What follows belongs to an exercise in optimizing a design on an open flow for small area, a short achievable clock period and few clock cycles per item; a production flow would make more cautious choices.
In this exercise RTL edits were held to simulation tests only and were not proved equivalent to the original.
No activity file was given, so power comes from the tool's default toggle rates.

File: design.v
package s2rd_pkg;
  localparam int MAG_W       = 64;    
  localparam int RADIX_W     = 6;     
  localparam int CHAR_W      = 8;     
  localparam int IN_TDATA_W  = 72;
  localparam int OUT_TDATA_W = 8;
  localparam int NCELL = 20;
  localparam int PTR_W = 5;
  localparam logic [6*NCELL-1:0] CELL_MASK = {
    6'h07, {4{6'h0F}}, {3{6'h1F}}, {12{6'h3F}}
  };
  localparam logic [CHAR_W-1:0] ASCII_MINUS = 8'h2D;   
endpackage
import s2rd_pkg::*;
module s2rd_divider
(
  input  logic [6*NCELL-1:0] d_in,
  input  logic               b1,        
  input  logic               b0,        
  input  logic [5:0]         hneg,      
  input  logic [5:0]         hm1,       
  output logic [6*NCELL-1:0] d_odd,     
  output logic [6*NCELL-1:0] d_even     
);
  logic [5:0]       d  [NCELL];
  logic [4:0]       s0 [NCELL];    
  logic [NCELL-1:0] g0, p0;
  logic [NCELL:0]   c;
  for (genvar i = 0; i < NCELL; i++) begin : g_in
    logic [6:0] sum;
    assign d[i]  = d_in[6*i +: 6];
    assign sum   = {1'b0, d[i]} + {1'b0, hneg};
    assign g0[i] = sum[6];
    assign s0[i] = sum[4:0];
    assign p0[i] = (d[i] == hm1);
  end
  always_comb begin
    logic [NCELL-1:0] g, p, gn, pn;
    g = g0;
    p = p0;
    for (int s = 1; s < NCELL; s = s + s) begin
      gn = g;
      pn = p;
      for (int i = 0; i < NCELL; i++) begin
        if (i >= s) begin
          gn[i] = g[i] | (p[i] & g[i-s]);
          pn[i] = p[i] & p[i-s];
        end
      end
      g = gn;
      p = pn;
    end
    c[0] = b1;
    for (int i = 0; i < NCELL; i++) c[i+1] = g[i] | (p[i] & b1);
  end
  for (genvar i = 0; i < NCELL; i++) begin : g_odd
    logic [4:0] s1;
    logic [5:0] n;
    assign s1 = s0[i] + 5'd1;
    always_comb begin
      if (!c[i+1])   n = {d[i][4:0], c[i]};
      else if (c[i]) n = {s1, 1'b0};
      else           n = {s0[i], 1'b1};
    end
    assign d_odd[6*i +: 6] = n & CELL_MASK[6*i +: 6];
  end
  logic [NCELL:0]    e1, e2;
  logic [6*NCELL-1:0] d_mid;
  assign e1[0] = b1;
  assign e2[0] = b0;
  for (genvar i = 0; i < NCELL; i++) begin : g_even
    logic [5:0] n1, n2;
    logic [6:0] sum;
    assign e1[i+1] = g0[i];
    assign n1      = g0[i] ? {s0[i], e1[i]} : {d[i][4:0], e1[i]};
    assign d_mid[6*i +: 6] = n1 & CELL_MASK[6*i +: 6];
    assign sum     = {1'b0, d_mid[6*i +: 6]} + {1'b0, hneg};
    assign e2[i+1] = sum[6];
    assign n2      = sum[6] ? {sum[4:0], e2[i]} : {d_mid[6*i +: 5], e2[i]};
    assign d_even[6*i +: 6] = n2 & CELL_MASK[6*i +: 6];
  end
endmodule
import s2rd_pkg::*;
module signed_to_radix_digits
(
  input  logic                   clk,
  input  logic                   rst_n,
  input  logic                   in_tvalid,
  output logic                   in_tready,
  input  logic [IN_TDATA_W-1:0]  in_tdata,    
  output logic                   out_tvalid,
  input  logic                   out_tready,
  output logic [OUT_TDATA_W-1:0] out_tdata,   
  output logic                   out_tlast    
);
  localparam logic [2:0] K_M1 = 3'd0;   
  localparam logic [2:0] K_P2 = 3'd1;   
  localparam logic [2:0] K_P4 = 3'd2;   
  localparam logic [2:0] K_P8 = 3'd3;   
  localparam logic [2:0] K_SQ = 3'd4;   
  typedef enum logic {
    C_IDLE,
    C_CONV
  } cstate_t;
  typedef enum logic [1:0] {
    O_IDLE,
    O_LOAD,
    O_EMIT
  } ostate_t;
  function automatic logic [CHAR_W-1:0] digit_to_ascii(input logic [5:0] d);
    logic [CHAR_W-1:0] c;
    if (d < 6'd10) c = {4'h3, d[3:0]};
    else           c = 8'h37 + CHAR_W'(d);
    digit_to_ascii = c;
  endfunction
  function automatic logic [5:0] sq_split(input logic [1:0] sel, input logic [5:0] c);
    case ({sel, c})
      {2'd0, 6'd0}: sq_split = 6'o00;
      {2'd0, 6'd1}: sq_split = 6'o01;
      {2'd0, 6'd2}: sq_split = 6'o02;
      {2'd0, 6'd3}: sq_split = 6'o10;
      {2'd0, 6'd4}: sq_split = 6'o11;
      {2'd0, 6'd5}: sq_split = 6'o12;
      {2'd0, 6'd6}: sq_split = 6'o20;
      {2'd0, 6'd7}: sq_split = 6'o21;
      {2'd0, 6'd8}: sq_split = 6'o22;
      {2'd1, 6'd0}: sq_split = 6'o00;
      {2'd1, 6'd1}: sq_split = 6'o01;
      {2'd1, 6'd2}: sq_split = 6'o02;
      {2'd1, 6'd3}: sq_split = 6'o03;
      {2'd1, 6'd4}: sq_split = 6'o04;
      {2'd1, 6'd5}: sq_split = 6'o10;
      {2'd1, 6'd6}: sq_split = 6'o11;
      {2'd1, 6'd7}: sq_split = 6'o12;
      {2'd1, 6'd8}: sq_split = 6'o13;
      {2'd1, 6'd9}: sq_split = 6'o14;
      {2'd1, 6'd10}: sq_split = 6'o20;
      {2'd1, 6'd11}: sq_split = 6'o21;
      {2'd1, 6'd12}: sq_split = 6'o22;
      {2'd1, 6'd13}: sq_split = 6'o23;
      {2'd1, 6'd14}: sq_split = 6'o24;
      {2'd1, 6'd15}: sq_split = 6'o30;
      {2'd1, 6'd16}: sq_split = 6'o31;
      {2'd1, 6'd17}: sq_split = 6'o32;
      {2'd1, 6'd18}: sq_split = 6'o33;
      {2'd1, 6'd19}: sq_split = 6'o34;
      {2'd1, 6'd20}: sq_split = 6'o40;
      {2'd1, 6'd21}: sq_split = 6'o41;
      {2'd1, 6'd22}: sq_split = 6'o42;
      {2'd1, 6'd23}: sq_split = 6'o43;
      {2'd1, 6'd24}: sq_split = 6'o44;
      {2'd2, 6'd0}: sq_split = 6'o00;
      {2'd2, 6'd1}: sq_split = 6'o01;
      {2'd2, 6'd2}: sq_split = 6'o02;
      {2'd2, 6'd3}: sq_split = 6'o03;
      {2'd2, 6'd4}: sq_split = 6'o04;
      {2'd2, 6'd5}: sq_split = 6'o05;
      {2'd2, 6'd6}: sq_split = 6'o10;
      {2'd2, 6'd7}: sq_split = 6'o11;
      {2'd2, 6'd8}: sq_split = 6'o12;
      {2'd2, 6'd9}: sq_split = 6'o13;
      {2'd2, 6'd10}: sq_split = 6'o14;
      {2'd2, 6'd11}: sq_split = 6'o15;
      {2'd2, 6'd12}: sq_split = 6'o20;
      {2'd2, 6'd13}: sq_split = 6'o21;
      {2'd2, 6'd14}: sq_split = 6'o22;
      {2'd2, 6'd15}: sq_split = 6'o23;
      {2'd2, 6'd16}: sq_split = 6'o24;
      {2'd2, 6'd17}: sq_split = 6'o25;
      {2'd2, 6'd18}: sq_split = 6'o30;
      {2'd2, 6'd19}: sq_split = 6'o31;
      {2'd2, 6'd20}: sq_split = 6'o32;
      {2'd2, 6'd21}: sq_split = 6'o33;
      {2'd2, 6'd22}: sq_split = 6'o34;
      {2'd2, 6'd23}: sq_split = 6'o35;
      {2'd2, 6'd24}: sq_split = 6'o40;
      {2'd2, 6'd25}: sq_split = 6'o41;
      {2'd2, 6'd26}: sq_split = 6'o42;
      {2'd2, 6'd27}: sq_split = 6'o43;
      {2'd2, 6'd28}: sq_split = 6'o44;
      {2'd2, 6'd29}: sq_split = 6'o45;
      {2'd2, 6'd30}: sq_split = 6'o50;
      {2'd2, 6'd31}: sq_split = 6'o51;
      {2'd2, 6'd32}: sq_split = 6'o52;
      {2'd2, 6'd33}: sq_split = 6'o53;
      {2'd2, 6'd34}: sq_split = 6'o54;
      {2'd2, 6'd35}: sq_split = 6'o55;
      {2'd3, 6'd0}: sq_split = 6'o00;
      {2'd3, 6'd1}: sq_split = 6'o01;
      {2'd3, 6'd2}: sq_split = 6'o02;
      {2'd3, 6'd3}: sq_split = 6'o03;
      {2'd3, 6'd4}: sq_split = 6'o04;
      {2'd3, 6'd5}: sq_split = 6'o05;
      {2'd3, 6'd6}: sq_split = 6'o06;
      {2'd3, 6'd7}: sq_split = 6'o10;
      {2'd3, 6'd8}: sq_split = 6'o11;
      {2'd3, 6'd9}: sq_split = 6'o12;
      {2'd3, 6'd10}: sq_split = 6'o13;
      {2'd3, 6'd11}: sq_split = 6'o14;
      {2'd3, 6'd12}: sq_split = 6'o15;
      {2'd3, 6'd13}: sq_split = 6'o16;
      {2'd3, 6'd14}: sq_split = 6'o20;
      {2'd3, 6'd15}: sq_split = 6'o21;
      {2'd3, 6'd16}: sq_split = 6'o22;
      {2'd3, 6'd17}: sq_split = 6'o23;
      {2'd3, 6'd18}: sq_split = 6'o24;
      {2'd3, 6'd19}: sq_split = 6'o25;
      {2'd3, 6'd20}: sq_split = 6'o26;
      {2'd3, 6'd21}: sq_split = 6'o30;
      {2'd3, 6'd22}: sq_split = 6'o31;
      {2'd3, 6'd23}: sq_split = 6'o32;
      {2'd3, 6'd24}: sq_split = 6'o33;
      {2'd3, 6'd25}: sq_split = 6'o34;
      {2'd3, 6'd26}: sq_split = 6'o35;
      {2'd3, 6'd27}: sq_split = 6'o36;
      {2'd3, 6'd28}: sq_split = 6'o40;
      {2'd3, 6'd29}: sq_split = 6'o41;
      {2'd3, 6'd30}: sq_split = 6'o42;
      {2'd3, 6'd31}: sq_split = 6'o43;
      {2'd3, 6'd32}: sq_split = 6'o44;
      {2'd3, 6'd33}: sq_split = 6'o45;
      {2'd3, 6'd34}: sq_split = 6'o46;
      {2'd3, 6'd35}: sq_split = 6'o50;
      {2'd3, 6'd36}: sq_split = 6'o51;
      {2'd3, 6'd37}: sq_split = 6'o52;
      {2'd3, 6'd38}: sq_split = 6'o53;
      {2'd3, 6'd39}: sq_split = 6'o54;
      {2'd3, 6'd40}: sq_split = 6'o55;
      {2'd3, 6'd41}: sq_split = 6'o56;
      {2'd3, 6'd42}: sq_split = 6'o60;
      {2'd3, 6'd43}: sq_split = 6'o61;
      {2'd3, 6'd44}: sq_split = 6'o62;
      {2'd3, 6'd45}: sq_split = 6'o63;
      {2'd3, 6'd46}: sq_split = 6'o64;
      {2'd3, 6'd47}: sq_split = 6'o65;
      {2'd3, 6'd48}: sq_split = 6'o66;
      default: sq_split = 6'o00;
    endcase
  endfunction
  logic                    ready_r;     
  cstate_t                 cst_r;
  logic [MAG_W-1:0]        val_r;       
  logic                    neg_r;
  logic                    min_r;       
  logic                    first_r;     
  logic                    started_r;   
  logic [6:0]              left_r;      
  logic [5:0]              rraw_r;      
  logic                    one_r;       
  logic                    fast64_r;    
  logic                    fast16_r;    
  logic [5:0]              hneg_r;      
  logic [5:0]              hm1_r;       
  logic [6*NCELL-1:0]      cells_r;
  logic                    full_r;      
  logic                    cneg_r;      
  logic [2:0]              ckind_r;
  logic [1:0]              csq_r;
  logic [5:0]              crad_r;
  ostate_t                 ost_r;
  logic [6*NCELL-1:0]      obuf_r;      
  logic                    pend_r;      
  logic                    pneg_r;      
  logic [2:0]              pkind_r;
  logic [1:0]              psq_r;
  logic [5:0]              prad_r;
  logic                    oneg_r;      
  logic [2:0]              okind_r;
  logic [1:0]              osq_r;
  logic [5:0]              orad_r;
  logic [NCELL-1:0]        ptr_r;       
  logic [5:0]              cur_r;       
  logic [2:0]              sub_r;       
  logic                    lastcell_r;  
  logic                    out_tvalid_r;
  logic [CHAR_W-1:0]       out_char_r;
  logic                    out_last_r;
  logic [5:0] rad_c;
  logic [6:0] big_c;
  logic [5:0] half_c;
  logic [2:0] kind_c;
  logic [1:0] sq_c;
  always_comb begin
    rad_c = rraw_r;
    if (rraw_r < 6'd2)       rad_c = 6'd2;
    else if (rraw_r > 6'd36) rad_c = 6'd36;
    big_c  = {1'b0, rad_c};
    kind_c = K_M1;
    sq_c   = 2'd0;
    case (rad_c)
      6'd2: begin big_c = 7'd64; kind_c = K_P2; end
      6'd3: begin big_c = 7'd9;  kind_c = K_SQ; sq_c = 2'd0; end
      6'd4: begin big_c = 7'd64; kind_c = K_P4; end
      6'd5: begin big_c = 7'd25; kind_c = K_SQ; sq_c = 2'd1; end
      6'd6: begin big_c = 7'd36; kind_c = K_SQ; sq_c = 2'd2; end
      6'd7: begin big_c = 7'd49; kind_c = K_SQ; sq_c = 2'd3; end
      6'd8: begin big_c = 7'd64; kind_c = K_P8; end
      default: ;
    endcase
    half_c = 6'((big_c + 7'd1) >> 1);
  end
  logic [5:0] in_rf;
  logic       in_one, in_fast64, in_fast16;
  assign in_rf     = in_tdata[64 +: RADIX_W];
  assign in_one    = in_rf[0] && (in_rf > 6'd2) && (in_rf < 6'd36);
  assign in_fast64 = (in_rf < 6'd3) || (in_rf == 6'd4) || (in_rf == 6'd8);
  assign in_fast16 = (in_rf == 6'd16);
  logic [7:0] zb;         
  logic min_c;
  logic inc;              
  logic [7:0] m8;         
  logic fast;
  logic [6:0] size;       
  logic act, skip, step, bulk, zero_exit, last_step, pre_last, copy, start;
  logic [6*NCELL-1:0] cells_odd;
  logic [6*NCELL-1:0] cells_even;
  logic [6*NCELL-1:0] cells_base;
  logic [6*NCELL-1:0] cells_bulk;
  assign zb[0] = (val_r[55:0] == '0);
  for (genvar k = 1; k < 8; k++) begin : g_zb
    assign zb[k] = zb[k-1] && !val_r[55+k];
  end
  assign min_c = neg_r && zb[7];
  assign inc   = neg_r && !(first_r ? min_c : min_r);
  for (genvar k = 0; k < 8; k++) begin : g_m8
    assign m8[k] = val_r[56+k] ^ neg_r ^ (inc && zb[k]);
  end
  assign fast      = fast64_r || fast16_r;
  assign size      = fast ? 7'd8 : one_r ? 7'd1 : 7'd2;
  assign zero_exit = !started_r && !neg_r && zb[7] && !val_r[63];
  assign act       = (cst_r == C_CONV) && !full_r;
  assign skip      = (cst_r == C_CONV) && !started_r && (m8 == '0) && !zero_exit && !fast;
  assign step      = act && !skip && !fast;
  assign bulk      = act && fast;
  assign last_step = (step || bulk) && (zero_exit || left_r == size);
  assign pre_last  = (step || bulk) && !zero_exit && (left_r == {size[5:0], 1'b0});
  assign copy  = full_r && !pend_r && ((ost_r == O_IDLE) || (ost_r == O_EMIT && lastcell_r));
  assign cells_base = started_r ? cells_r : '0;
  always_comb begin
    if (fast16_r) begin
      cells_bulk = {cells_base[6*NCELL-13:0], 2'b00, m8[7:4], 2'b00, m8[3:0]};
    end else begin
      cells_bulk = {cells_base[6*NCELL-9:0], m8};
    end
    cells_bulk = cells_bulk & CELL_MASK;
  end
  s2rd_divider u_cells (
    .d_in   (cells_r),
    .b1     (m8[7]),
    .b0     (m8[6]),
    .hneg   (hneg_r),
    .hm1    (hm1_r),
    .d_odd  (cells_odd),
    .d_even (cells_even)
  );
  logic [5:0]        cell_v [NCELL];
  logic [NCELL-1:0]  top_c;
  logic [5:0]        ptr_cell;
  logic [5:0]        load_v;
  logic [2:0]        top_sub;
  logic [2:0]        sub_max;
  logic [2:0]        digit;
  logic [CHAR_W-1:0] out_char_c;
  logic              slot_free;
  logic              emit_last;
  logic              emit;
  logic              load;
  logic              out_load;
  always_comb begin
    logic above;
    logic nzc;
    above = 1'b0;
    for (int i = NCELL - 1; i > 0; i--) begin
      nzc      = ((cells_r[6*i +: 6] & CELL_MASK[6*i +: 6]) != '0);
      top_c[i] = !above && nzc;
      above    = above || nzc;
    end
    top_c[0] = !above;
  end
  for (genvar i = 0; i < NCELL; i++) begin : g_cell
    assign cell_v[i] = obuf_r[6*i +: 6] & CELL_MASK[6*i +: 6];
  end
  always_comb begin
    ptr_cell = '0;
    for (int i = 0; i < NCELL; i++) ptr_cell = ptr_cell | (cell_v[i] & {6{ptr_r[i]}});
  end
  assign load_v = (okind_r == K_SQ) ? sq_split(osq_r, ptr_cell) : ptr_cell;
  always_comb begin
    top_sub = 3'd0;
    case (okind_r)
      K_P2: begin
        for (int k = 1; k < 6; k++) if (ptr_cell[k]) top_sub = 3'(k);
      end
      K_P4: top_sub = (ptr_cell[5:4] != 0) ? 3'd2 : (ptr_cell[3:2] != 0) ? 3'd1 : 3'd0;
      K_P8: top_sub = (ptr_cell[5:3] != 0) ? 3'd1 : 3'd0;
      K_SQ: top_sub = (ptr_cell >= orad_r) ? 3'd1 : 3'd0;
      default: top_sub = 3'd0;
    endcase
  end
  always_comb begin
    case (okind_r)
      K_P2:       sub_max = 3'd5;
      K_P4:       sub_max = 3'd2;
      K_P8, K_SQ: sub_max = 3'd1;
      default:    sub_max = 3'd0;
    endcase
  end
  always_comb begin
    digit = 3'd0;
    case (okind_r)
      K_P2: begin
        case (sub_r)
          3'd0: digit = {2'd0, cur_r[0]};
          3'd1: digit = {2'd0, cur_r[1]};
          3'd2: digit = {2'd0, cur_r[2]};
          3'd3: digit = {2'd0, cur_r[3]};
          3'd4: digit = {2'd0, cur_r[4]};
          default: digit = {2'd0, cur_r[5]};
        endcase
      end
      K_P4: begin
        case (sub_r)
          3'd0:    digit = {1'b0, cur_r[1:0]};
          3'd1:    digit = {1'b0, cur_r[3:2]};
          default: digit = {1'b0, cur_r[5:4]};
        endcase
      end
      default: digit = sub_r[0] ? cur_r[5:3] : cur_r[2:0];
    endcase
  end
  assign out_char_c = (okind_r == K_M1) ? digit_to_ascii(cur_r) : {5'b00110, digit};
  assign slot_free = !out_tvalid_r || out_tready;
  assign emit      = (ost_r == O_EMIT) && slot_free;
  assign emit_last = lastcell_r && (sub_r == '0);
  assign load      = (ost_r == O_LOAD) && (!oneg_r || slot_free);
  assign out_load  = emit || (load && oneg_r);
  assign start     = (pend_r || copy) && ((ost_r == O_IDLE) || (emit && emit_last));
  always_ff @(posedge clk) begin
    if (!rst_n) begin
      ready_r      <= 1'b1;
      cst_r        <= C_IDLE;
      full_r       <= 1'b0;
      ost_r        <= O_IDLE;
      pend_r       <= 1'b0;
      out_tvalid_r <= 1'b0;
    end else begin
      if (out_load) begin
        out_tvalid_r <= 1'b1;
      end else if (out_tready) begin
        out_tvalid_r <= 1'b0;
      end
      if (ready_r) begin
        ready_r <= !in_tvalid;
      end else begin
        ready_r <= pre_last || last_step;
      end
      if (ready_r && in_tvalid) begin
        cst_r <= C_CONV;
      end else if (last_step) begin
        cst_r <= C_IDLE;
      end
      if (last_step) begin
        full_r <= 1'b1;
      end else if (copy) begin
        full_r <= 1'b0;
      end
      if (start) begin
        pend_r <= 1'b0;
      end else if (copy) begin
        pend_r <= 1'b1;
      end
      case (ost_r)
        O_IDLE:  if (start) ost_r <= O_LOAD;
        O_LOAD:  if (load) ost_r <= O_EMIT;
        default: if (emit && emit_last) ost_r <= start ? O_LOAD : O_IDLE;
      endcase
    end
  end
  always_ff @(posedge clk) begin
    hneg_r <= 6'(7'd64 - 7'(half_c));
    hm1_r  <= half_c - 6'd1;
    if (ready_r) begin
      val_r     <= in_tdata[63:0];
      neg_r     <= in_tdata[63];
      rraw_r    <= in_rf;
      one_r     <= in_one;
      fast64_r  <= in_fast64;
      fast16_r  <= in_fast16;
      first_r   <= 1'b1;
      started_r <= 1'b0;
      left_r    <= 7'd64;
    end else begin
      if (first_r) min_r <= min_c;
      if (skip || bulk) begin
        val_r     <= {val_r[MAG_W-9:0], 8'd0};
        left_r    <= left_r - 7'd8;
        first_r   <= 1'b0;
        started_r <= started_r || (m8 != '0);
      end else if (step && one_r) begin
        val_r     <= {val_r[MAG_W-2:0], 1'b0};
        left_r    <= left_r - 7'd1;
        first_r   <= 1'b0;
        started_r <= started_r || m8[7];
      end else if (step) begin
        val_r     <= {val_r[MAG_W-3:0], 2'b00};
        left_r    <= left_r - 7'd2;
        first_r   <= 1'b0;
        started_r <= started_r || m8[7] || m8[6];
      end
    end
    if (act) begin
      if (fast)            cells_r <= cells_bulk;
      else if (!started_r) cells_r <= one_r ? {{(6*NCELL-1){1'b0}}, m8[7]} : {{(6*NCELL-2){1'b0}}, m8[7:6]};
      else if (one_r)      cells_r <= cells_odd;
      else                 cells_r <= cells_even;
    end
    if (last_step) begin
      cneg_r  <= neg_r;
      ckind_r <= kind_c;
      csq_r   <= sq_c;
      crad_r  <= rad_c;
    end
  end
  always_ff @(posedge clk) begin
    if (copy) begin
      obuf_r  <= cells_r;
      ptr_r   <= top_c;
      pneg_r  <= cneg_r;
      pkind_r <= ckind_r;
      psq_r   <= csq_r;
      prad_r  <= crad_r;
    end
    if (start) begin
      oneg_r  <= copy ? cneg_r  : pneg_r;
      okind_r <= copy ? ckind_r : pkind_r;
      osq_r   <= copy ? csq_r   : psq_r;
      orad_r  <= copy ? crad_r  : prad_r;
    end
    if (load) begin
      cur_r      <= load_v;
      sub_r      <= top_sub;
      lastcell_r <= ptr_r[0];
      ptr_r      <= ptr_r >> 1;
    end else if (emit && !emit_last) begin
      if (sub_r == '0) begin
        cur_r      <= load_v;
        sub_r      <= sub_max;
        lastcell_r <= ptr_r[0];
        ptr_r      <= ptr_r >> 1;
      end else begin
        sub_r <= sub_r - 1'b1;
      end
    end
    if (out_load) begin
      out_char_r <= (ost_r == O_LOAD) ? ASCII_MINUS : out_char_c;
      out_last_r <= (ost_r == O_EMIT) && emit_last;
    end
  end
  assign in_tready  = ready_r;
  assign out_tvalid = out_tvalid_r;
  assign out_tdata  = out_char_r;
  assign out_tlast  = out_last_r;
endmodule
File: config.mk
export PLATFORM = sky130hd
export DESIGN_NAME = signed_to_radix_digits
export DESIGN_NICKNAME = signed_to_radix_digits
export VERILOG_FILES = /design/flow/design.v
export SDC_FILE = /design/flow/constraint.sdc
export NUM_CORES = 4
export LEC_CHECK = 0
export CAP_MARGIN = 20
export CORE_MARGIN = 2
export CORE_UTILIZATION = 40
export SLEW_MARGIN = 20
File: constraint.sdc
create_clock -name core_clock -period 16.0 [get_ports {clk}]
set_input_delay 3.2000 -clock core_clock [delete_from_list [all_inputs] [get_ports {clk}]]
set_output_delay 3.2000 -clock core_clock [all_outputs]
set_load 0.01 [all_outputs]
File: run.sh
#!/bin/bash
# synth_recipe.tcl (not shown) runs the flow's synth.tcl, then flattens the netlist and writes it again
# the make line also repeats each setting of config.mk as NAME=value (left out here)
make -C /OpenROAD-flow-scripts/flow DESIGN_CONFIG=/design/flow/config.mk WORK_HOME=/design/flow/orfs CLKGATE_MAP_FILE= SYNTH_SCRIPT=/design/flow/synth_recipe.tcl finish
==> results.txt, run 1 <==
status=no timing/DRC/antenna violations; input/output buffers=83; crit start category=flop; largest net degree at the start of global routing=74; slew margin rel.=28.6%; root buf cell=clkbuf_16; final WL=103000 microns; Fmax=175 MHz; pwr/cell area=140 nW/um^2; Clock Latency Late Sink=0.60 ns; Tcrit/Tclk final=35.6%; Overflow after GRT=0; DR vias=27700; Final setup viols=0; starting density of the core=40.3%; CTS Sinks=389; gr usage total=24.5%; Final ANT Viol Nets=0; drt pass-1 iters=9; first-pass GRT wire length=159000 microns; Slew Viols, Final=0; post-CTS sizing=0; largest area contributor in the netlist=edfxtp_1; number of CTS-inserted buffers=47; slew of the pin with the lowest slew margin=1.07 ns; Layout area overhead=10.7%; Static Leak=13.5 nW; Setup Crit Path Kind=flop to flop; post-CTS setup buffer count=0; sequential area share after synthesis=34.8%; Clock Pin Slew Worst Setup and Hold Paths=0.06 ns; Die Span Y=286 microns; asr flop ratio synth=0%; CTS HTree Levels=2; WL/cell=22.7 microns; layout cell share with drive strength beyond 1=7.17%; most frequent cells in the layout=nand2_1, edfxtp_1, nor2_1, ha_1, o21ai_0; CTS tree=done; Netlist cell types=96; post-synth top area share=31.1%; Core Footprint=78900 sq um; Chip Width=286 microns; row cnt=103; Max IR drop VDD=0.000113 V; synthesized cell area=31800 sq um; Nets=3802; Synth area leaders=edfxtp_1, ha_1, nand2_1, xor2_1, dfxtp_1; die area=81800 sq um; unrepaired setup endpoints after global routing=no; synth warn=5; Worst setup EP type=flop; number of remaining DRC errors=0; most common cell after layout, fill and taps aside=nand2_1; CP required=16.33 ns; vias in the first global route=26300; EDFF count, synth=329; final worst path period need=5.70 ns; worst hold path type=flop to flop; Top Ports=87; flops & latches, synth=389; final hold viol count=0; Final HPWL DP=69600 microns; initial antenna violation count=0; max cap viols=0; Cells after Synth=3435; Post-synth top flop=edfxtp_1; TNS Setup=0 ns; skew final=0.0282 ns; Crit Path Max Fanout=18; Clock Path Buffers=3; cts hold-fix bufs=0; drt via density=6.14; Avg Inst Size Synth=9.26 sq um; Hold WS=0.448 ns; # diodes=0; worst path arrival time=6.03 ns; Detailed Route Iter0 Violations=3023; RD Place Congestion=0.914; syn_nets=3804
[synth_stat cells, drive strengths merged (40+ instances only)]
cell type / count
edfxtp: 329
dfxtp: 60
a21oi: 201
o21ai: 242
nand3: 59
nor2: 257
ha: 253
a22oi: 122
clkbuf: 148
mux2i: 96
xnor2: 135
nor3: 45
nand2: 350
xor2: 139
nor2b: 47
a31oi: 82
a21o: 86
mux2: 53
nor4: 52
buf: 50
fa: 40
a211oi: 50
inv: 116
[routing by layer]
| metal | track usage [%] | share of wire, % |
|---|---|---|
| met3 | 2.91 | 7.6 |
| met5 | 0 | 0 |
| met2 | 39.4 | 45 |
| met4 | 6.34 | 2.4 |
| met1 | 34.9 | 45 |
[sequential cells by signal, indices dropped and copies added, names as in the netlist, 7 cells and up]
signal     count
obuf_r       106
cells_r      106
left_r         7
out_tdata      7
ptr_r         20
val_r         64
[final timing paths]
check / start / slack (ns) / end / cells after the start
worst max-delay path: cells_r[12] / 10.30 / cells_r[81] / 12
worst min-delay path: prad_r[5] / 0.45 / prad_r[5] / 2
worst max register to register: cells_r[12] / 10.30 / cells_r[81] / 12
worst min register to register: prad_r[5] / 0.45 / prad_r[5] / 2
[cell families (layout without fill, tap and decap cells)]
kind of cell,after synthesis,count (layout),share of synthesized area (%)
AO/OA/AOI/OAI,1054,1054,22.3
AND/OR/NAND/NOR,952,952,13.8
flip-flops,389,389,34.8
buffers and inverters,318,354,3.98
adder cells (fa/ha/maj),297,297,12.6
XOR/XNOR,274,274,7.54
multiplexers,150,150,4.97
other,1,1,0.0118
[worst max-delay path, stage by stage, from the launching register on]
cell,delay (ns)
edfxtp_1,0.57
ha_1,0.30
fa_1,0.43
a211oi_1,0.23
o21bai_1,0.10
a21oi_1,0.73
o221ai_1,0.47
o2111ai_1,0.56
nand3_1,0.81
a211o_1,0.68
o31ai_1,0.30
a2bb2oi_1,0.21
a31oi_1,0.05
[power by group]
| part | leakage (nW) | internal, W | switching, W | total [W] |
|---|---|---|---|---|
| Combinational | 9.15 | 0.00106 | 0.00147 | 0.00253 |
| Sequential | 3.62 | 0.00119 | 0.000138 | 0.00132 |
| Clock | 0.754 | 0.000630 | 0.000459 | 0.00109 |
| Total | 13.5 | 0.00288 | 0.00207 | 0.00495 |
[stage by stage]
| stage | instances | total power [W] | cell area [sq um] | utilization [%] | setup WS (ns) |
|---|---|---|---|---|---|
| 2_1_floorplan | 3435 | 0.00324 | 31800 | - | 10.38 |
| 3_5_place_dp | 4433 | 0.00383 | 33700 | 42.7 | 10.37 |
| 6_report | 4521 | 0.00495 | 35200 | 44.7 | 10.30 |
| 4_1_cts | 4520 | 0.00493 | 35200 | 44.7 | 10.35 |
| 5_1_grt | 4521 | 0.00531 | 35200 | 44.7 | 9.98 |
| 3_3_place_gp | 4433 | 0.00380 | 33700 | 42.7 | 10.33 |
[layout make-up]
type	count	area, sq um
Fill cell	7741	43600
Sequential cell	389	11100
Tap cell	1050	1310
Multi-Input combinational cell	2728	19500
Inverter	120	457
Timing Repair Buffer	147	1310
Clock buffer	64	1320
Clock inverter	23	223
Testbench counts, summed over its fixed seeds: cycles 12,556, numbers 512.
==> run 2, diff against run 1 <==
--- a/config.mk
+++ b/config.mk
@@ -5,7 +5,7 @@
 export SDC_FILE = /design/flow/constraint.sdc
 export NUM_CORES = 4
 export LEC_CHECK = 0
-export CAP_MARGIN = 20
+export CAP_MARGIN = 80
 export CORE_MARGIN = 2
 export CORE_UTILIZATION = 40
-export SLEW_MARGIN = 20
+export SLEW_MARGIN = 80
==> run 2 against run 1 <==
Effect of this change:
- largest power group unchanged
- count of clock-buffer cells in the layout increased by 5
- via count increased by 5.7%
- worst setup slack got worse by 0.086 ns
- largest cell class unchanged
- synthesized cell count unchanged
- critical endpoint is now left_r[4]
- global-route usage increased by 0.93 points
- critical path depth increased by 6
- non-clock buffer count increased by 336
- sequential share of layout area decreased by 3.8 points
- worst hold slack got worse by 0.0024 ns
==> results.txt, run 2 <==
WP buf/inv=7 (was 0); drt pass-1 iters=10 (was 9); CTS tree=done (unchanged); most numerous cell in the Yosys netlist=nand2_1 (unchanged); post-CTS setup buffer count=0 (unchanged); number of CTS-inserted buffers=47 (unchanged); final hold viol count=0 (unchanged); worst path arrival time=6.26 ns (was 6.03 ns); max cap viols=0 (unchanged); layout cell share with drive strength beyond 1=20.1% (was 7.17%); WL/cell=21.8 microns (was 22.7 microns); DR vias=29300 (was 27700); EDFF count, synth=329 (unchanged); CTS Sinks=389 (unchanged); Die Span Y=286 microns (unchanged); Static Leak=15.6 nW (was 13.5 nW); CTS HTree Levels=2 (unchanged); Detailed Route Iter0 Violations=3272 (was 3023); Overflow after GRT=0 (unchanged); Top Registers=cells_r: 106 flops, obuf_r: 106 flops, val_r: 64 flops (unchanged); synthesized cell area=31800 sq um (unchanged); synth cell count leaders=nand2_1, edfxtp_1, nor2_1, ha_1, o21ai_0 (unchanged); post-synth top area share=31.1% (unchanged); skew final=0.0505 ns (was 0.0282 ns); Final setup viols=0 (unchanged); Chip Width=286 microns (unchanged); CP required=16.47 ns (was 16.33 ns); Slew Viols, Final=0 (unchanged); sequential area share after synthesis=34.8% (unchanged); number of remaining DRC errors=0 (unchanged); gr usage total=25.5% (was 24.5%); unrepaired setup endpoints after global routing=no (unchanged); Tcrit/Tclk final=36.2% (was 35.6%); Crit Path Max Fanout=28 (was 18); asr flop ratio synth=0% (unchanged); crit start category=flop (unchanged); Avg Inst Size Synth=9.26 sq um (unchanged); Fill cells=7127 (was 7741); largest area contributor in the netlist=edfxtp_1 (unchanged); Setup Crit Path Kind=flop to flop (unchanged); final worst path period need=5.79 ns (was 5.70 ns); input/output buffers=83 (unchanged); die area=81800 sq um (unchanged); initial antenna violation count=0 (unchanged); Worst setup EP type=flop (unchanged); cts hold-fix bufs=0 (unchanged); max incr delay on CP=0.56 ns (was 0.81 ns); pwr/cell area=134 nW/um^2 (was 140 nW/um^2); Final HPWL DP=77800 microns (was 69600 microns); RD Place Congestion=0.914 (unchanged); root buf cell=clkbuf_16 (unchanged); # diodes=0 (unchanged); Clock Pin Slew Worst Setup and Hold Paths=0.07 ns (was 0.06 ns); final WL=106000 microns (was 103000 microns); most frequent cells in the layout=nand2_1, edfxtp_1, ha_1 (was nand2_1, edfxtp_1, nor2_1, ha_1, o21ai_0); drt via density=6.03 (was 6.14); most frequent CP cell=clkdlybuf4s50_1; Cells after Synth=3435 (unchanged); most common cell after layout, fill and taps aside=nand2_1 (unchanged); CP Cell Sequence=nor4_2, clkdlybuf4s50_1, nand4_1, or3_1, or3_1, a2111o_1, a221oi_4, buf_2, buf_1, a2111oi_4, clkdlybuf4s50_1, clkdlybuf4s50_1, buf_8, buf_16, mux2i_2, or4_1, o211ai_1, a221oi_2 (was ha_1, fa_1, a211oi_1, o21bai_1, a21oi_1, o221ai_1, o2111ai_1, nand3_1, a211o_1, o31ai_1, a2bb2oi_1, a31oi_1); post-layout instance count excluding filler cells=4858 (was 4521); row cnt=103 (unchanged); synth warn=5 (unchanged); status=no timing/DRC/antenna violations (unchanged); Top Ports=87 (unchanged); post-CTS sizing=0 (unchanged); worst hold path type=flop to flop (unchanged); critical path's slowest cell=clkdlybuf4s50_1 (was nand3_1); Clock Latency Late Sink=0.61 ns (was 0.60 ns); Nets=4138 (was 3802); vias in the first global route=28200 (was 26300); largest net degree at the start of global routing=55 (was 74); Core Footprint=78900 sq um (unchanged); first-pass GRT wire length=166000 microns (was 159000 microns); area of the multi-input gates=21100 sq um (was 19500 sq um); Netlist cell types=96 (unchanged); final core utilization=51.0% (was 44.7%); TNS Setup=0 ns (unchanged); Fmax=173 MHz (was 175 MHz); DP Cell Count=4742 (was 4433); cell family with most CP delay=buffers and inverters (was compound AO/OA/AOI/OAI gates); Post-synth top flop=edfxtp_1 (unchanged); syn_nets=3804 (unchanged); Synth area leaders=edfxtp_1, ha_1, nand2_1, xor2_1, dfxtp_1 (unchanged); starting density of the core=40.3% (unchanged); Sequential Area=11100 sq um (about the same); Max IR drop VDD=0.0000814 V (was 0.000113 V); Layout area overhead=26.4% (was 10.7%); Final ANT Viol Nets=0 (unchanged); Hold WS=0.446 ns (was 0.448 ns); Clock Path Buffers=3 (unchanged); flops & latches, synth=389 (unchanged)
-- run 2: cell types whose count changed in the layout (fill, tap and decap cells not counted), sizes merged, moves of 3 or more --
cell,previous run,this run
clkdlybuf4s15,0,36
clkdlybuf4s25,0,4
clkinv,19,16
clkbuf,64,87
buf,64,275
clkdlybuf4s18,0,48
clkdlybuf4s50,83,102
-- run 2: logic make-up (layout without fill, tap and decap cells) --
kind of cell / Yosys count / in the layout / share of synthesized area, %
AO/OA/AOI/OAI: 1054 / 1054 / 22.3
AND/OR/NAND/NOR: 952 / 952 / 13.8
flip-flops: 389 / 389 / 34.8
buffers and inverters: 318 / 691 / 3.98
adder cells (fa/ha/maj): 297 / 297 / 12.6
XOR/XNOR: 274 / 274 / 7.54
multiplexers: 150 / 150 / 4.97
other: 1 / 1 / 0.0118
-- run 2: routing by layer --
layer | up-vias | track usage (%) | part of all wire (%)
met5 | - | 0 | 0
met4 | 0 | 8.76 | 3.5
met3 | 244 | 2.97 | 7.9
met2 | 1349 | 40.9 | 46
met1 | 14100 | 35.5 | 43
li1 | 13600 | - | -
-- run 2: stage by stage --
stage	cell area (sq um)	worst slack [ns]	total power, W
after floorplan	31800	10.38	0.00324
after global placement	33700	10.33	0.00380
after detailed placement	37700	10.72	0.00412
after CTS	39400	10.70	0.00530
after global routing	40200	10.01	0.00576
final	40200	10.21	0.00539
-- run 2: cell type report --
class                      count  share of cell area, %
multi-input combinational   2728                   52.5
sequential                   389                   27.7
timing repair buffer         483                   11.0
clock buffer                  69                   3.59
tap                         1050                   3.27
inverter                     120                   1.28
clock inverter                19                  0.625
-- run 2: path summary, 6_finish.rpt --
kind,startpoint,to,slack [ns],depth (start not counted)
setup / recovery,val_r[0],left_r[4],10.21,18
hold / removal,cells_r[15],obuf_r[15],0.45,0
setup reg to reg,val_r[0],left_r[4],10.21,18
hold reg to reg,cells_r[15],obuf_r[15],0.45,0
-- run 2: power by group --
group | internal [W] | switching [W] | total, W | leakage [nW]
Clock | 0.000696 | 0.000472 | 0.00117 | 0.826
Combinational | 0.00128 | 0.00168 | 0.00296 | 11.1
Sequential | 0.00118 | 0.0000773 | 0.00126 | 3.63
==> run 3, diff against run 2 <==
--- a/config.mk
+++ b/config.mk
@@ -5,7 +5,7 @@
 export SDC_FILE = /design/flow/constraint.sdc
 export NUM_CORES = 4
 export LEC_CHECK = 0
-export CAP_MARGIN = 80
+export CAP_MARGIN = 50
 export CORE_MARGIN = 2
 export CORE_UTILIZATION = 40
-export SLEW_MARGIN = 80
+export SLEW_MARGIN = 50
==> run 3 against run 2 <==
Effect of this change:
- worst hold slack gained 0.0013 ns
- critical path depth grew 2
- area after synthesis is the same
- first-iteration DRC count grew 1.8%
- utilization shrank 6.0 points
- global-route usage shrank 0.96 points
- critical path type unchanged
- largest cell class unchanged
- highest routed layer unchanged
==> results.txt, run 3 <==
min-delay src=psq_r[1] (was cells_r[15]); flops & latches, synth=389 (unchanged); final core utilization=45.0% (was 51.0%); hold path cells=2 (was 0); Setup Crit Path Kind=flop to flop (unchanged); sequential area share after synthesis=34.8% (unchanged); unrepaired setup endpoints after global routing=no (unchanged); Static Leak=13.6 nW (was 15.6 nW); worst path arrival time=5.94 ns (was 6.26 ns); first-pass GRT wire length=159000 microns (was 166000 microns); DR vias=27700 (was 29300); Layout area overhead=11.6% (was 26.4%); Clock Path Buffers=3 (unchanged); EDFF count, synth=329 (unchanged); R2R Path Start=hneg_r[0] (was val_r[0]); RD Place Congestion=0.914 (unchanged); status=no timing/DRC/antenna violations (unchanged); Detailed Route Iter0 Violations=3330 (was 3272); Netlist cell types=96 (unchanged); Final HPWL DP=69800 microns (was 77800 microns); TNS Setup=0 ns (unchanged); Core Footprint=78900 sq um (unchanged); final worst path period need=5.58 ns (was 5.79 ns); number of CTS-inserted buffers=47 (unchanged); Top Registers=cells_r: 106 flops, obuf_r: 106 flops, val_r: 64 flops (unchanged); post-synth top area share=31.1% (unchanged); DP Cell Count=4439 (was 4742); input/output buffers=83 (unchanged); most frequent cells in the layout=nand2_1, edfxtp_1, ha_1 (unchanged); CP Launch Point=hneg_r[0] (was val_r[0]); die area=81800 sq um (unchanged); largest net degree at the start of global routing=74 (was 55); root buf cell=clkbuf_16 (unchanged); synthesized cell area=31800 sq um (unchanged); Cells after Synth=3435 (unchanged); Final ANT Viol Nets=0 (unchanged); Fmax=179 MHz (was 173 MHz); starting density of the core=40.3% (unchanged); # diodes=0 (unchanged); post-layout instance count excluding filler cells=4526 (was 4858); Tcrit/Tclk final=34.9% (was 36.2%); Crit Path Max Fanout=21 (was 28); largest area contributor in the netlist=edfxtp_1 (unchanged); cts hold-fix bufs=0 (unchanged); final WL=102000 microns (was 106000 microns); final hold viol count=0 (unchanged); row cnt=103 (unchanged); Top Ports=87 (unchanged); Clock Latency Late Sink=0.61 ns (about the same); post-CTS sizing=0 (unchanged); area of the multi-input gates=19600 sq um (was 21100 sq um); Synth area leaders=edfxtp_1, ha_1, nand2_1, xor2_1, dfxtp_1 (unchanged); gr usage total=24.5% (was 25.5%); WL/cell=22.5 microns (was 21.8 microns); initial antenna violation count=1 (was 0); Final setup viols=0 (unchanged); CTS Sinks=389 (unchanged); slew margin rel.=52.0%; Worst R2R Path Depth=20 (was 18); worst hold path type=flop to flop (unchanged); synth cell count leaders=nand2_1, edfxtp_1, nor2_1, ha_1, o21ai_0 (unchanged); slew of the pin with the lowest slew margin=0.715 ns; CP required=16.36 ns (was 16.47 ns); Chip Width=286 microns (unchanged); Hold WS=0.447 ns (was 0.446 ns); Clock Pin Slew Worst Setup and Hold Paths=0.06 ns (was 0.07 ns); skew final=0.0357 ns (was 0.0505 ns); CTS tree=done (unchanged); synth warn=5 (unchanged); Slew Viols, Final=0 (unchanged); asr flop ratio synth=0% (unchanged); Post-synth top flop=edfxtp_1 (unchanged); Avg Inst Size Synth=9.26 sq um (unchanged); Nets=3808 (was 4138); pwr/cell area=141 nW/um^2 (was 134 nW/um^2); syn_nets=3804 (unchanged); Overflow after GRT=0 (unchanged); Max IR drop VDD=0.0000832 V (was 0.0000814 V); crit start category=flop (unchanged); drt via density=6.12 (was 6.03); number of remaining DRC errors=0 (unchanged); most numerous cell in the Yosys netlist=nand2_1 (unchanged); most common cell after layout, fill and taps aside=nand2_1 (unchanged); drt pass-1 iters=9 (was 10); Worst setup EP type=flop (unchanged); layout cell share with drive strength beyond 1=7.91% (was 20.1%); Fill cells=7635 (was 7127); max cap viols=0 (unchanged); vias in the first global route=26400 (was 28200); CTS HTree Levels=2 (unchanged); post-CTS setup buffer count=0 (unchanged); Die Span Y=286 microns (unchanged); Sequential Area=11100 sq um (about the same)
## run 3: final timing paths
path / slack (ns) / end
hold / removal: 0.45 / psq_r[1]
setup reg to reg: 10.42 / cells_r[63]
hold reg to reg: 0.45 / psq_r[1]
setup / recovery: 10.42 / cells_r[63]
## run 3: kinds of logic (layout without fill, tap and decap cells)
kind of cell | count (synthesis) | after routing | share of synthesized area, %
AOI/OAI and AO/OA | 1054 | 1054 | 22.3
and+or+nand+nor | 952 | 952 | 13.8
DFF | 389 | 389 | 34.8
buffers and inverters | 318 | 359 | 3.98
adders and majority gates | 297 | 297 | 12.6
xor gates and xnor gates | 274 | 274 | 7.54
muxes | 150 | 150 | 4.97
other | 1 | 1 | 0.0118
## run 3: power by group
| part | leakage, nW | total [W] | switching, W | internal (W) |
|---|---|---|---|---|
| clock network | 0.779 | 0.00114 | 0.000473 | 0.000671 |
| logic | 9.20 | 0.00254 | 0.00147 | 0.00107 |
| registers | 3.62 | 0.00132 | 0.000138 | 0.00118 |
## run 3: final cells by class
class	instances	area share (%)
Sequential cell	389	31.3
Multi-Input combinational cell	2728	55.2
Clock inverter	26	0.966
Clock buffer	60	3.62
Timing Repair Buffer	153	3.90
Inverter	120	1.29
Tap cell	1050	3.70
## run 3: metal layers
metal  up-vias  track usage [%]  wire [microns]
met5         -                0               0
met4         0             7.32            2610
met3       162             3.35            7860
met2      1198             39.1           46400
met1     13400             34.4           45100
li1      12900                -               -
## run 3: per-stage QoR
step                worst slack, ns  total power (W)  instance area [sq um]
floorplan                     10.38          0.00324                  31800
detailed placement            10.51          0.00384                  33800
global placement              10.33          0.00380                  33700
finish                        10.42          0.00501                  35500
global route                  10.11          0.00538                  35500
CTS                           10.49          0.00499                  35400
## run 3: worst max-delay path: stages (launching register included)
cell       delay, ns
dfxtp_2         0.31
buf_4           0.23
buf_4           0.31
ha_1            0.28
fa_1            0.43
a211oi_1        0.24
o21ai_0         0.16
o21ai_1         0.36
inv_1           0.39
mux2i_1         0.25
fa_1            0.47
nor2b_1         0.12
o21ai_0         0.10
a21boi_0        0.26
o21ai_0         0.11
nand2b_1        0.34
mux2i_1         0.31
nor2_1          0.06
a311oi_1        0.25
a2111oi_0       0.10
a211o_1         0.26
==> run 4, diff against run 3 <==
==> flow/run.sh (new file) <==
#!/bin/bash
# The standard layout (the standard.sh: standard synthesis, floorplan, placement,
# CTS, routing), with ORFS's setup repair aiming for 11 ns of slack instead of 0, so
# that the resizer also works on paths that already meet the 16 ns clock.
# make's full output goes to standard_flow.log; ORFS keeps each step's log under orfs/logs.
set -euo pipefail
bash standard.sh SETUP_SLACK_MARGIN=11 finish > standard_flow.log 2>&1
==> standard.sh (new file) <==
#!/bin/bash
# synth_recipe.tcl (not shown) runs the flow's synth.tcl, then flattens the netlist and writes it again
# the make line also repeats each setting of config.mk as NAME=value (left out here)
make -C /OpenROAD-flow-scripts/flow DESIGN_CONFIG=/design/flow/config.mk WORK_HOME=/design/flow/orfs CLKGATE_MAP_FILE= SYNTH_SCRIPT=/design/flow/synth_recipe.tcl "${@:-finish}"
removed: run.sh
==> run 4 against run 3 <==
Effect of this change:
- still clean on timing, DRC and antenna
- sequential cell count unchanged
- critical path depth down 18
- sequential power about the same
- maximum frequency up 14%
- area after synthesis unchanged
- power up 1.3%
- combinational power up 3%
- die area unchanged
- via count up 0.31%
- critical path type is now flop to output port
- largest cell class unchanged
==> results.txt, run 4 <==
status=no timing/DRC/antenna violations (unchanged); max cap viols=0 (unchanged); largest family of logic cells by synthesized area=compound AO/OA/AOI/OAI gates (unchanged); synthesized cell area=31800 sq um (unchanged); cell family with most CP delay=buffers and inverters (was compound AO/OA/AOI/OAI gates); top sig layer=met4 (unchanged); Layout area overhead=12.5% (was 11.6%); DR vias=27800 (was 27700); Detailed Route Iter0 Violations=3061 (was 3330); Top Registers=cells_r: 106 flops, obuf_r: 106 flops, val_r: 64 flops (unchanged); most numerous cell in the Yosys netlist=nand2_1 (unchanged); unrepaired setup endpoints after global routing=yes (was no); Max IR drop VDD=0.0000802 V (was 0.0000832 V); adder-cell share of the synthesized area=12.6% (unchanged); WL/cell=22.6 microns (was 22.5 microns); synth warn=5 (unchanged); Static Leak=13.7 nW (was 13.6 nW); starting density of the core=40.3% (unchanged); RD Place Congestion=0.901 (was 0.914); input/output buffers=83 (unchanged); Top Ports=87 (unchanged); critical path's slowest cell=clkdlybuf4s50_1 (was fa_1); layout cell share with drive strength beyond 1=9.06% (was 7.91%); largest area contributor in the netlist=edfxtp_1 (unchanged); post-synth top area share=31.1% (unchanged); WL met3=7940 microns (was 7860 microns); worst hold path type=flop to flop (unchanged); skew final=0.0258 ns (was 0.0357 ns); Fill cells=7646 (was 7635); CTS Sinks=389 (unchanged); CP Cell Sequence=buf_12, clkdlybuf4s50_1 (was buf_4, buf_4, ha_1, fa_1, a211oi_1, o21ai_0, o21ai_1, inv_1, mux2i_1, fa_1, nor2b_1, o21ai_0, a21boi_0, o21ai_0, nand2b_1, mux2i_1, nor2_1, a311oi_1, a2111oi_0, a211o_1); most common cell after layout, fill and taps aside=nand2_1 (unchanged); Slew Viols, Final=0 (unchanged); Die Span Y=286 microns (unchanged); Fmax=204 MHz (was 179 MHz); R2R Path Start=hneg_r[0] (unchanged); row cnt=103 (unchanged); vias in the first global route=26200 (was 26400); worst reg-to-reg setup slack=11.14 ns (was 10.42 ns); final worst path period need=4.91 ns (was 5.58 ns); crit start category=flop (unchanged); critical path depth=2 (was 20); gr usage total=24.5% (about the same); CTS HTree Levels=2 (unchanged); Clock Latency Late Sink=0.61 ns (about the same); Overflow after GRT=0 (unchanged); Netlist cell types=96 (unchanged); Cells after Synth=3435 (unchanged); Nets=3827 (was 3808); mux cell area share after synthesis=4.97% (unchanged); max incr delay on CP=0.57 ns (was 0.47 ns); Clock Path Buffers=3 (unchanged); worst path arrival time=1.71 ns (was 5.94 ns); CTS tree=done (unchanged); met2 wire length=45800 microns (was 46400 microns); root buf cell=clkbuf_16 (unchanged); slew margin rel.=50.0% (was 52.0%); Chip Width=286 microns (unchanged); drt pass-1 iters=8 (was 9); Post-Synth Simple-Gate Area=13.8% (unchanged); largest net degree at the start of global routing=91 (was 74); TNS Setup=0 ns (unchanged); Post-synth top flop=edfxtp_1 (unchanged); Worst R2R Path Depth=13 (was 20); flops & latches, synth=389 (unchanged); Post-Synth XOR/XNOR Area=7.54% (unchanged); Synth area leaders=edfxtp_1, ha_1, nand2_1, xor2_1, dfxtp_1 (unchanged); CP required=12.80 ns (was 16.36 ns); Worst setup EP type=output port (was flop); CP Launch Point=ready_r (was hneg_r[0]); synth cell count leaders=nand2_1, edfxtp_1, nor2_1, ha_1, o21ai_0 (unchanged); most frequent cells in the layout=nand2_1, edfxtp_1, ha_1 (unchanged); wl on met1=46200 microns (was 45100 microns); die area=81800 sq um (unchanged); cts hold-fix bufs=0 (unchanged); Crit Path Max Fanout=36 (was 21); Clock Pin Slew Worst Setup and Hold Paths=0.06 ns (about the same); final hold viol count=0 (unchanged); Compound-Gate Fraction of Synth Area=22.3% (unchanged); Core Footprint=78900 sq um (unchanged); first-pass GRT wire length=159000 microns (about the same); crit path capture=in_tready (was cells_r[63]); syn_nets=3804 (unchanged); EDFF count, synth=329 (unchanged); pwr/cell area=142 nW/um^2 (was 141 nW/um^2); sequential area share after synthesis=34.8% (unchanged); WP buf/inv=2 (was 3); Final ANT Viol Nets=0 (unchanged); total power=0.00507 W (was 0.00501 W); Final setup viols=0 (unchanged); drt via density=6.11 (was 6.12); number of remaining DRC errors=0 (unchanged); final WL=103000 microns (was 102000 microns); initial antenna violation count=1 (unchanged); reg-to-reg endpoint=cells_r[63] (unchanged); slew of the pin with the lowest slew margin=0.751 ns (was 0.715 ns); Sequential Area=11100 sq um (unchanged); hold path cells=2 (unchanged); number of CTS-inserted buffers=47 (unchanged); Tcrit/Tclk final=30.7% (was 34.9%); area of the multi-input gates=19700 sq um (was 19600 sq um); Setup Crit Path Kind=flop to output port (was flop to flop); Avg Inst Size Synth=9.26 sq um (unchanged); Final HPWL DP=70300 microns (was 69800 microns); asr flop ratio synth=0% (unchanged)
## run 4: changes by cell type in the layout (fill, tap and decap cells not counted), sizes merged
cell | previous run | this run
buf | 70 | 89
inv | 117 | 116
clkinv | 18 | 23
diode | 0 | 1
clkbuf | 60 | 56
clkinvlp | 5 | 7
## run 4: layer usage
layer	GRT usage [%]	vias up
li1	-	13000
met1	35.0	13400
met2	38.6	1225
met3	3.27	210
met4	7.37	0
met5	0	-
## run 4: worst min-delay path by stage
stage,start,end,slack (ns)
after floorplan,pkind_r[0],pkind_r[0],0.41
after global routing,psq_r[1],psq_r[1],0.46
after detailed placement,prad_r[0],prad_r[0],0.43
after CTS,crad_r[0],prad_r[0],0.45
final,crad_r[0],prad_r[0],0.45
after global placement,pkind_r[2],pkind_r[2],0.43
## run 4: cell type report
type	count	area share [%]
Inverter	120	1.32
Tap cell	1050	3.67
Timing Repair Buffer	172	4.44
Antenna cell	1	0.00699
Sequential cell	389	31.0
Multi-Input combinational cell	2728	55.1
Clock inverter	32	1.03
Clock buffer	56	3.46
## run 4: cell families after synthesis
| logic type | count (synthesis) |
|---|---|
| AOI/OAI and AO/OA | 1054 |
| xor gates and xnor gates | 274 |
| adders and majority gates | 297 |
| buffers and inverters | 318 |
| DFF | 389 |
| muxes | 150 |
| other | 1 |
| and+or+nand+nor | 952 |
## run 4: metrics by stage
stage | instance area, sq um | cells | worst slack [ns] | util, % | hold WS (ns)
floorplan | 31800 | 3435 | 11.07 | - | 0.414
global placement | 33700 | 4431 | 10.31 | 42.7 | 0.430
detailed placement | 33800 | 4437 | 10.57 | 42.9 | 0.431
CTS | 35500 | 4525 | 10.96 | 45.0 | 0.447
global route | 35800 | 4547 | 10.96 | 45.4 | 0.463
finish | 35800 | 4548 | 11.09 | 45.4 | 0.446
## run 4: what timing repair did
item                                   in CTS  in global routing
pin swaps                                   0                  5
setup endpoints to repair                  20                 86
buffers inserted                            0                 20
gates resized for setup                    13                 23
endpoints found under the hold margin       0                  0
## run 4: where the power goes
part / switching (W) / total, W / internal, W / leakage (nW)
logic: 0.00151 / 0.00262 / 0.00111 / 9.32
registers: 0.000135 / 0.00132 / 0.00119 / 3.62
clock network: 0.000476 / 0.00113 / 0.000656 / 0.774
## run 4: worst reg2reg max path: cells and delay by family, from the launching register on
family	cells	cell delay, ns
adder cells (fa/ha/maj)	2	0.73
buffers and inverters	1	0.23
AND/OR/NAND/NOR	1	0.61
flip-flops	1	0.31
AO/OA/AOI/OAI	9	2.84
==> run 5, diff against run 4 <==
==> flow/run.sh (replaced) <==
#!/bin/bash
# The standard layout (the standard.sh: standard synthesis, floorplan, placement,
# CTS, routing), with ORFS's setup repair aiming for 12 ns of slack instead of 0, so
# that the resizer also works on paths that already meet the 16 ns clock.
# make's full output goes to standard_flow.log; ORFS keeps each step's log under orfs/logs.
set -euo pipefail
bash standard.sh SETUP_SLACK_MARGIN=12 finish > standard_flow.log 2>&1
==> run 5 against run 4 <==
Effect of this change:
- still clean
- cell area grew 18%
- register-to-register slack gained 0.59 ns
- first-iteration DRC count grew 22%
- worst setup slack gained 0.61 ns
- sequential power is essentially flat
- sequential share of layout area shrank 4.8 points
- sequential cell count is the same
- global-route usage grew 1.9 points
- non-clock buffer count grew 370
- critical path depth shrank 1
- clock skew grew 0.0024 ns
- largest cell class unchanged
- largest power group unchanged
- highest routed layer is now met5
==> results.txt, run 5 <==
Netlist cell types=96 (unchanged); unrepaired setup endpoints after global routing=yes (unchanged); row cnt=103 (unchanged); largest net degree at the start of global routing=83 (was 91); Post-synth top flop=edfxtp_1 (unchanged); CTS Sinks=389 (unchanged); synth warn=5 (unchanged); Slew Viols, Final=0 (unchanged); crit start category=flop (unchanged); Static Leak=16.4 nW (was 13.7 nW); Final HPWL DP=70000 microns (was 70300 microns); Layout area overhead=33.1% (was 12.5%); Top Ports=87 (unchanged); final core utilization=53.7% (was 45.4%); WP buf/inv=1 (was 2); Crit Path Max Fanout=1 (was 36); final hold viol count=0 (unchanged); Worst R2R Path Depth=18 (was 13); R2R Path Start=val_r[33] (was hneg_r[0]); Final Instance Area=42300 sq um (was 35800 sq um); final worst path period need=4.30 ns (was 4.91 ns); placed inst area=34100 sq um (was 33800 sq um); cts hold-fix bufs=0 (unchanged); slew of the pin with the lowest slew margin=1.00 ns (was 0.751 ns); Worst setup EP type=output port (unchanged); number of CTS-inserted buffers=47 (unchanged); Die Span Y=286 microns (unchanged); drt via density=6.25 (was 6.11); initial antenna violation count=2 (was 1); Synth area leaders=edfxtp_1, ha_1, nand2_1, xor2_1, dfxtp_1 (unchanged); Hold WS=0.443 ns (was 0.446 ns); largest family of logic cells by synthesized area=compound AO/OA/AOI/OAI gates (unchanged); root buf cell=clkbuf_16 (unchanged); Detailed Route Iter0 Violations=3747 (was 3061); starting density of the core=40.3% (unchanged); CTS tree=done (unchanged); cell family with most CP delay=flip-flops (was buffers and inverters); Clock Path Buffers=3 (unchanged); CP Launch Point=out_tdata[5] (was ready_r); Clock Pin Slew Worst Setup and Hold Paths=0.06 ns (about the same); pwr/cell area=148 nW/um^2 (was 142 nW/um^2); Final ANT Viol Nets=0 (unchanged); final WL=119000 microns (was 103000 microns); gr usage total=26.5% (was 24.5%); critical path depth=1 (was 2); flops & latches, synth=389 (unchanged); worst hold path type=flop to flop (unchanged); Cells after Synth=3435 (unchanged); synth cell count leaders=nand2_1, edfxtp_1, nor2_1, ha_1, o21ai_0 (unchanged); Post-Synth Simple-Gate Area=13.8% (unchanged); mux cell area share after synthesis=4.97% (unchanged); die area=81800 sq um (unchanged); Nets=4203 (was 3827); slew margin rel.=32.8% (was 50.0%); Max IR drop VDD=0.0000838 V (was 0.0000802 V); total power=0.00626 W (was 0.00507 W); Avg Inst Size Synth=9.26 sq um (unchanged); Tcrit/Tclk final=26.9% (was 30.7%); Fmax=232 MHz (was 204 MHz); input/output buffers=83 (unchanged); DR vias=30800 (was 27800); Final setup viols=0 (unchanged); most common cell after layout, fill and taps aside=edfxtp_1 (was nand2_1); synthesized cell area=31800 sq um (unchanged); CP Cell Sequence=buf_2 (was buf_12, clkdlybuf4s50_1); min-delay src=prad_r[4] (was crad_r[0]); sequential area share after synthesis=34.8% (unchanged); CP required=12.80 ns (about the same); hold path cells=2 (unchanged); max cap viols=0 (unchanged); drt pass-1 iters=9 (was 8); Overflow after GRT=0 (unchanged); skew final=0.0282 ns (was 0.0258 ns); status=no timing/DRC/antenna violations (unchanged); Compound-Gate Fraction of Synth Area=22.3% (unchanged); CTS HTree Levels=2 (unchanged); post-synth top area share=31.1% (unchanged); number of remaining DRC errors=0 (unchanged); Core Footprint=78900 sq um (unchanged); vias in the first global route=28100 (was 26200); Setup Crit Path Kind=flop to output port (unchanged); syn_nets=3804 (unchanged); RD Place Congestion=0.939 (was 0.901); first-pass GRT wire length=170000 microns (was 159000 microns); most frequent cells in the layout=edfxtp_1, buf_4, nand2_1 (was nand2_1, edfxtp_1, ha_1); asr flop ratio synth=0% (unchanged); Post-Synth XOR/XNOR Area=7.54% (unchanged); Top Registers=cells_r: 106 flops, obuf_r: 106 flops, val_r: 64 flops (unchanged); layout cell share with drive strength beyond 1=28.6% (was 9.06%); max incr delay on CP=0.36 ns (was 0.57 ns); WL/cell=24.2 microns (was 22.6 microns); Chip Width=286 microns (unchanged); EDFF count, synth=329 (unchanged); largest area contributor in the netlist=edfxtp_1 (unchanged); TNS Setup=0 ns (unchanged); adder-cell share of the synthesized area=12.6% (unchanged); most numerous cell in the Yosys netlist=nand2_1 (unchanged); critical path's slowest cell=edfxtp_1 (was clkdlybuf4s50_1); worst path arrival time=1.10 ns (was 1.71 ns); Clock Latency Late Sink=0.62 ns (was 0.61 ns)
[run 5: where the power goes]
group	total (W)	internal, W	switching, W
registers	0.00131	0.00119	0.000127
clock network	0.00110	0.000613	0.000484
logic	0.00385	0.00186	0.00199
total	0.00626	0.00366	0.00260
[run 5: through the flow]
step,worst slack (ns),instances
finish,11.70,4924
detailed placement,10.64,4428
global placement,10.58,4428
CTS,11.66,4680
floorplan,11.76,3435
global route,11.56,4924
[run 5: kinds of logic (layout without fill, tap and decap cells)]
logic type,count (synthesis),count (layout)
compound gates,1054,1058
xor+xnor,274,274
fa+ha+maj,297,297
buf+inv,318,751
flops,389,389
mux,150,150
other cells,1,2
simple gates,952,953
[run 5: worst paths after layout]
check,slack (ns),endpoint
worst max-delay path,11.70,out_tdata[5]
worst min-delay path,0.44,prad_r[4]
worst max register to register,11.73,cells_r[4]
worst min register to register,0.44,prad_r[4]
[run 5: what timing repair did]
item / 4_1_cts / 5_1_grt
setup buffers: 156 / 219
pin swaps: 68 / 296
endpoints found under the setup margin: 282 / 265
gates cloned: 8 / 21
resized for setup: 260 / 558
[run 5: worst register-to-register path, cell delays in order (launching register included)]
cell	delay (ns)
edfxtp_1	0.51
nor4_2	0.36
nand4_1	0.22
nor3_2	0.21
buf_4	0.15
a41oi_1	0.12
xor2_1	0.20
buf_4	0.21
ha_1	0.24
fa_2	0.35
a21o_1	0.18
a21oi_2	0.17
o21bai_2	0.11
a21oi_4	0.19
mux2_4	0.31
nor2_1	0.14
a21oi_1	0.08
a22oi_1	0.21
nor2_1	0.06
[run 5: cell type report]
| cell class | instances | area [sq um] |
|---|---|---|
| flip-flops and latches | 389 | 11100 |
| well taps | 1050 | 1310 |
| inverters | 120 | 480 |
| clock buffers | 62 | 1310 |
| fillers | 6876 | 36500 |
| clock inverters | 26 | 240 |
| repair inverters | 1 | 7.51 |
| multi-input cells | 2733 | 22400 |
| diodes | 1 | 2.50 |
| repair buffers | 542 | 5460 |
[run 5: per-layer routing]
metal	GRT usage [%]	share of wire, %	up-vias
met5	0	0.011	-
met4	10.9	4.5	2
met3	3.93	9.3	346
met2	41.9	46	1689
met1	36.2	40	14900
li1	-	-	13800
==> run 6, diff against run 5 <==
==> flow/run.sh (replaced) <==
#!/bin/bash
# The standard layout (the standard.sh: standard synthesis, floorplan, placement,
# CTS, routing), with ORFS's setup repair aiming for 11.5 ns of slack instead of 0, so
# that the resizer also works on paths that already meet the 16 ns clock.
# make's full output goes to standard_flow.log; ORFS keeps each step's log under orfs/logs.
set -euo pipefail
bash standard.sh SETUP_SLACK_MARGIN=11.5 finish > standard_flow.log 2>&1
==> run 6 against run 5 <==
Effect of this change:
- sequential power is essentially flat
- cell area decreased by 13%
- first-iteration DRC count decreased by 13%
- global-route usage fell by 1.2 points
- critical path type unchanged
==> results.txt, run 6 <==
status=no timing/DRC/antenna violations (unchanged); Clock Pin Slew Worst Setup and Hold Paths=0.06 ns (about the same); worst hold path type=flop to flop (unchanged); skew final=0.0302 ns (was 0.0282 ns); Hold WS=0.447 ns (was 0.443 ns); Cells after Synth=3435 (unchanged); Fill cells=7533 (was 6876); CTS HTree Levels=2 (unchanged); slew of the pin with the lowest slew margin=0.739 ns (was 1.00 ns); Clock Path Buffers=3 (unchanged); Tcrit/Tclk final=27.9% (was 26.9%); EDFF count, synth=329 (unchanged); most frequent cells in the layout=nand2_1, edfxtp_1, nor2_1 (was edfxtp_1, buf_4, nand2_1); syn_nets=3804 (unchanged); max cap viols=0 (unchanged); Clock Latency Late Sink=0.61 ns (was 0.62 ns); final core utilization=46.9% (was 53.7%); area of the multi-input gates=20200 sq um (was 22400 sq um); TNS Setup=0 ns (unchanged); Final setup viols=0 (unchanged); final hold viol count=0 (unchanged); # diodes=0 (was 1); final WL=108000 microns (was 119000 microns); crit start category=flop (unchanged); number of remaining DRC errors=0 (unchanged); RD Place Congestion=0.944 (was 0.939); die area=81800 sq um (unchanged); Post-synth top flop=edfxtp_1 (unchanged); initial antenna violation count=0 (was 2); hold path cells=2 (unchanged); Max IR drop VDD=0.0000995 V (was 0.0000838 V); Core Footprint=78900 sq um (unchanged); WL/cell=23.3 microns (was 24.2 microns); largest net degree at the start of global routing=116 (was 83); Final ANT Viol Nets=0 (unchanged); Overflow after GRT=0 (unchanged); slew margin rel.=50.6% (was 32.8%); root buf cell=clkbuf_16 (unchanged); final worst setup slack=11.54 ns (was 11.70 ns); Sequential Area=11100 sq um (about the same); pwr/cell area=143 nW/um^2 (was 148 nW/um^2); synth warn=5 (unchanged); drt via density=6.16 (was 6.25); Slew Viols, Final=0 (unchanged); Setup WS pre-CTS=10.48 ns (was 10.64 ns); Layout area overhead=16.3% (was 33.1%); Static Leak=14.2 nW (was 16.4 nW); Fmax=224 MHz (was 232 MHz); final worst path period need=4.46 ns (was 4.30 ns); Synth area leaders=edfxtp_1, ha_1, nand2_1, xor2_1, dfxtp_1 (unchanged); vias in the first global route=26700 (was 28100); input/output buffers=83 (unchanged); largest area contributor in the netlist=edfxtp_1 (unchanged); Netlist cell types=96 (unchanged); drt pass-1 iters=10 (was 9); Setup Crit Path Kind=flop to output port (unchanged); asr flop ratio synth=0% (unchanged); DR vias=28500 (was 30800); most numerous cell in the Yosys netlist=nand2_1 (unchanged); post-synth top area share=31.1% (unchanged); Detailed Route Iter0 Violations=3245 (was 3747); unrepaired setup endpoints after global routing=yes (unchanged); Chip Width=286 microns (unchanged); flops & latches, synth=389 (unchanged); Avg Inst Size Synth=9.26 sq um (unchanged); Final HPWL DP=69500 microns (was 70000 microns); row cnt=103 (unchanged); starting density of the core=40.3% (unchanged); Nets=3904 (was 4203); first-pass GRT wire length=163000 microns (was 170000 microns); Worst setup EP type=output port (unchanged); Top Ports=87 (unchanged); number of CTS-inserted buffers=47 (unchanged); CP required=12.80 ns (about the same); sequential area share after synthesis=34.8% (unchanged); Die Span Y=286 microns (unchanged); CTS tree=done (unchanged); Crit Path Max Fanout=2 (was 1); synth cell count leaders=nand2_1, edfxtp_1, nor2_1, ha_1, o21ai_0 (unchanged); most common cell after layout, fill and taps aside=nand2_1 (was edfxtp_1); CTS Sinks=389 (unchanged); synthesized cell area=31800 sq um (unchanged); layout cell share with drive strength beyond 1=13.2% (was 28.6%); Top Registers=cells_r: 106 flops, obuf_r: 106 flops, val_r: 64 flops (unchanged); Worst R2R Path Depth=19 (was 18); worst path arrival time=1.26 ns (was 1.10 ns); gr usage total=25.3% (was 26.5%); cts hold-fix bufs=0 (unchanged)
run 6: where the power goes:
| part | internal, W | leakage (nW) | switching (W) |
|---|---|---|---|
| Combinational | 0.00125 | 9.83 | 0.00160 |
| Sequential | 0.00119 | 3.62 | 0.000126 |
| Clock | 0.000648 | 0.776 | 0.000479 |
| Total | 0.00308 | 14.2 | 0.00220 |
run 6: logic make-up after synthesis:
kind of cell | Yosys count | synth area share, %
AO/OA/AOI/OAI | 1054 | 22.3
AND/OR/NAND/NOR | 952 | 13.8
flip-flops | 389 | 34.8
buffers and inverters | 318 | 3.98
adder cells (fa/ha/maj) | 297 | 12.6
XOR/XNOR | 274 | 7.54
multiplexers | 150 | 4.97
other | 1 | 0.0118
run 6: final cells by class:
class                      instances  area share (%)
inverter                         120            1.28
timing repair buffer             248            6.29
sequential                       389            30.0
tap                             1050            3.55
clock buffer                      60            3.42
multi-input combinational       2729            54.6
clock inverter                    28           0.883
run 6: worst paths after layout:
path              startpoint          to  slack (ns)
setup reg to reg   hneg_r[0]  cells_r[9]       11.58
hold / removal     prad_r[3]   prad_r[3]        0.45
hold reg to reg    prad_r[3]   prad_r[3]        0.45
setup / recovery     ready_r   in_tready       11.54
run 6: per-stage QoR:
stage               area [sq um]  power [W]  cells
finish                     37000    0.00528   4624
global route               37000    0.00563   4624
CTS                        36000    0.00507   4560
detailed placement         33800    0.00384   4432
global placement           33700    0.00379   4430
floorplan                  31800    0.00324   3435
run 6: worst max-delay path: stages, from the launching register on:
cell	delay, ns
dfxtp_2	0.33
buf_12	0.12
clkdlybuf4s15_2	0.21
run 6: repair_timing:
item / CTS / global route
pin swaps: 8 / 42
endpoints found under the hold margin: 0 / 0
resized for setup: 77 / 119
cloned: 3 / 1
buffers inserted: 37 / 62
endpoints found under the setup margin: 240 / 166
run 6: layer usage:
layer  share of wire (%)  track usage (%)  vias to the layer above  wire (microns)
met5                   0                0                        -               0
met4                 3.6             8.26                        0            3880
met3                 8.5             3.39                      238            9100
met2                  45             40.0                     1303           48400
met1                  43             35.6                    13800           46300
li1                    -                -                    13100               -
